From an optimization exercise on the open Yosys and OpenROAD flow, aimed at small area, a short achievable clock period and few clock cycles per item; shortcuts taken in it are not production practice. The RTL was checked by simulation tests, not by an equivalence proof against the original design.

== job 2176 ==
==> flow/design.v (excerpt) <==
module rational_add_mul_reduce (
  input  logic               clk_i,
  input  logic               rst_ni,
  input  logic               in_valid_i,
  output logic               in_stall_o,
  input  logic signed [15:0] first_num_i,
  input  logic signed [15:0] first_den_i,
  input  logic signed [15:0] second_num_i,
  input  logic signed [15:0] second_den_i,
  output logic               out_valid_o,
  input  logic               out_stall_i,
  output logic signed [15:0] reduced_num_o,
  output logic signed [15:0] reduced_den_o,
  output logic signed [31:0] sum_num_o,
  output logic signed [30:0] sum_den_o,
  output logic signed [30:0] prod_num_o,
  output logic signed [30:0] prod_den_o,
  output logic               reduce_undefined_o,
  output logic               sum_undefined_o,
  output logic               prod_undefined_o
);
Size: about 3200 cells after synthesis, ~320 flip-flops, ~0.027 mm^2 of cells after synthesis.
Settings: LEC_CHECK=0, CAP_MARGIN=20, CORE_MARGIN=2, CORE_UTILIZATION=50, SLEW_MARGIN=20; clock period 11.0 ns.
standard.sh (not shown) runs the stock make flow with config.mk's settings and CLKGATE_MAP_FILE= SYNTH_SCRIPT=/design/flow/synth_recipe.tcl, a recipe that flattens the netlist after the stock synthesis.
==> flow/flow/run.sh <==
#!/bin/bash
set -euo pipefail
bash standard.sh SETUP_SLACK_MARGIN=7 \
  "BUFFER_PORTS_ARGS=-buffer_cell sky130_fd_sc_hd__buf_4" finish > make_finish.log 2>&1
Testbench counts of job 2176, summed over its fixed seeds: cycles 262,350, items 2,400.
### job 2176 -> job 7529
==> flow/flow/run.sh <==
#!/bin/bash
set -euo pipefail
bash standard.sh SETUP_SLACK_MARGIN=7.2 \
  "BUFFER_PORTS_ARGS=-buffer_cell sky130_fd_sc_hd__buf_1" finish > make_finish.log 2>&1
--- outcome ---
Cmp job 7529 and job 2176 / ratio of final minimum period to clock period / higher: job 2176
Comparing job 2176 against job 7529, there is no change at all in number of distinct standard cells referenced by the synthesized netlist.
In terms of register area, job 7529 and job 2176 differ only marginally.
As far as critical path depth is concerned, job 7529 and job 2176 perform about the same.
Job 7529 ended up with a lower critical path arrival than job 2176 did.
#### Input delta (job 9795 over job 7529)
==> flow/flow/run.sh <==
#!/bin/bash
set -euo pipefail
bash standard.sh SETUP_SLACK_MARGIN=7 \
  "BUFFER_PORTS_ARGS=-buffer_cell sky130_fd_sc_hd__buf_1" finish > make_finish.log 2>&1
The final layout from job 9795, which completed every stage, passed the timing, design-rule and antenna checks at the end of the flow.
Of the two values seen for launching instance or port of the critical path, b_q[15] was produced by job 7529 and a_q[0] by job 9795.
Taking job 7529 as the reference, in job 9795 number of antenna violations at the first check in global routing up 2, number of gates given a new drive strength after cts down 43, number of multi-input combinational cells flat, worst setup slack down 0.18 ns.
Higher final standard cell utilization of the core goes to job 7529 over job 9795.
Between job 7529 and job 9795, the difference in die area is negligible.
Area growth from synthesis to layout in job 9795 vs job 7529: down 2.1 points
The hold slack of job 9795 was superior to that of job 7529.
Changes in job 3236 relative to job 9795:
Settings: a change of CORE_UTILIZATION from 50 to 60.
==> flow/flow/run.sh <==
#!/bin/bash
set -euo pipefail
bash standard.sh SETUP_SLACK_MARGIN=7 \
  "BUFFER_PORTS_ARGS=-buffer_cell sky130_fd_sc_hd__buf_4" finish > make_finish.log 2>&1
Notes after the runs:
Multi-input gate share of total cell area, job 3236 and job 9795: larger value in job 9795
The count of plain and timing-repair buffers in the layout in job 3236 is 0.945 times that in job 9795.
Relative to job 9795, the die width measured on job 3236 has decreased by a little under 10%.
Re cell area after synthesis: no difference whatsoever between job 9795 and job 3236.
Job 3236 drops more vias than job 9795.
Taking job 9795 as the reference, in job 3236 flip-flop and latch count neither gained nor lost much; largest driver fanout on the critical path picked up an extra 18; global-route usage up 6.1 points; count of buffer and inverter cells on the critical path went down.
There was hardly any difference in clock-pin slew on the worst setup and hold paths between job 9795 and job 3236.

========
## the baseline
rational_add_mul_reduce, a different RTL version from the one above (not shown whole).
Size: roughly 3,300 cells after synthesis, ~320 flip-flops, about 230 I/O pins, roughly 27,000 um2 of cells after synthesis.
clock: 11.0 ns
lec_check: 0
cap_margin: 20
core_margin: 2
core_utilization: 50
slew_margin: 20
==> flow/flow/run.sh <==
#!/bin/bash
set -euo pipefail
bash standard.sh SETUP_SLACK_MARGIN=6.5 finish > make_finish.log 2>&1
The baseline completed every stage of the flow, and the final layout passed the timing, design-rule and antenna checks.
Testbench counts of the baseline, summed over its fixed seeds: cycles 258,755, items 2,400.
## Diff of input files: the candidate against the baseline
==> flow/run.sh (new file) <==
#!/bin/bash
# synth_recipe.tcl (not shown) runs the flow's synth.tcl, then flattens the netlist and writes it again
# the make line also repeats each setting of config.mk as NAME=value (left out here)
make -C /OpenROAD-flow-scripts/flow DESIGN_CONFIG=/design/flow/config.mk WORK_HOME=/design/flow/orfs CLKGATE_MAP_FILE= SYNTH_SCRIPT=/design/flow/synth_recipe.tcl finish
removed: flow/flow/run.sh
removed: flow/standard.sh
==> comparison <==
- Re die area: no difference whatsoever between the candidate and the baseline.
- Cell with the largest stage delay on the worst path = sky130_fd_sc_hd__a221oi_4: the candidate; cell with the largest stage delay on the worst path = sky130_fd_sc_hd__dfrtp_2: the baseline
- [compare] base=the baseline new=the candidate: cell area reported after detailed placement closely matched the old numbers, flip-flop and latch count closely matched the old numbers.
- Compared with the baseline, the candidate degrades hold slack.

========
## exp/garnet
Another version of the RTL of rational_add_mul_reduce (not shown whole).
Size: roughly 3300 cells after synthesis, about 320 flip-flops, about 28000 sq um of cells after synthesis.
clock: 11.0 ns
lec_check: 0
cap_margin: 20
core_margin: 2
core_utilization: 40
slew_margin: 20
run.sh (not shown) runs the stock make flow with config.mk's settings and CLKGATE_MAP_FILE= SYNTH_SCRIPT=/design/flow/synth_recipe.tcl, a recipe that flattens the netlist after the stock synthesis.
Stock flow here: none of the scripts above is used.
The final layout from exp/garnet, which completed every stage, passed the timing, design-rule and antenna checks at the end of the flow.
Testbench counts of exp/garnet, summed over its fixed seeds: cycles 265,925, items 2,400.
Input changes introduced in exp/tundra (baseline for comparison: exp/garnet):
Settings: CORE_UTILIZATION changed from 40 to 65.
Findings:
In exp/tundra, non-clock buffer count is lower than in exp/garnet.
The final reports for exp/tundra and exp/garnet show area growth from synthesis to final layout lower in the former.
Comparing the two runs side by side, exp/tundra comes out behind exp/garnet on minimum setup slack in the final design.

port drivers added, routing unchanged:
In the flow no input, the clock included, has a driving cell. The finished layouts below were timed again as built, in two steps. Step 1 (the two cells are an assumption about what drives the block):
set clk [get_ports {clk_i}]
set_driving_cell -lib_cell sky130_fd_sc_hd__clkbuf_16 $clk
set_driving_cell -lib_cell sky130_fd_sc_hd__buf_2 [delete_from_list [all_inputs] $clk]
Step 2 moves the port delays by t, midway between the first and last clock arrival at a register: inputs arrive t later, outputs are due t later. That takes back most of the time a late clock gives input paths. Slacks: ideal ports / drivers / drivers and shift; pairs: ideal ports / drivers.
| run | t (ns) | setup WS [ns] | worst hold slack (ns) | worst setup path after step 2 | slew at the worst register clock pin (ns) |
|---|---|---|---|---|---|
| job 2176 | 0.641 | 6.944 / 6.944 / 6.944 | 0.460 / 0.460 / 0.460 | register to register | 0.07 / 0.07 |
| job 7529 | 0.649 | 7.139 / 7.139 / 7.139 | 0.451 / 0.451 / 0.451 | register to register | 0.07 / 0.07 |
| job 9795 | 0.637 | 6.962 / 6.962 / 6.962 | 0.459 / 0.459 / 0.459 | register to register | 0.07 / 0.07 |
| job 3236 | 0.645 | 6.972 / 6.972 / 6.972 | 0.468 / 0.468 / 0.468 | register to register | 0.07 / 0.07 |
| the baseline | 0.645 | 6.283 / 6.283 / 6.283 | 0.470 / 0.470 / 0.470 | register to register | 0.07 / 0.07 |
| the candidate | 0.638 | 4.808 / 4.808 / 4.808 | 0.448 / 0.448 / 0.448 | register to register | 0.06 / 0.06 |
| exp/garnet | 0.644 | 5.156 / 5.156 / 5.156 | 0.466 / 0.466 / 0.466 | register to register | 0.07 / 0.07 |
| exp/tundra | 0.627 | 5.099 / 5.099 / 5.099 | 0.465 / 0.465 / 0.465 | register to register | 0.07 / 0.07 |
After both steps every run listed still meets setup and hold.
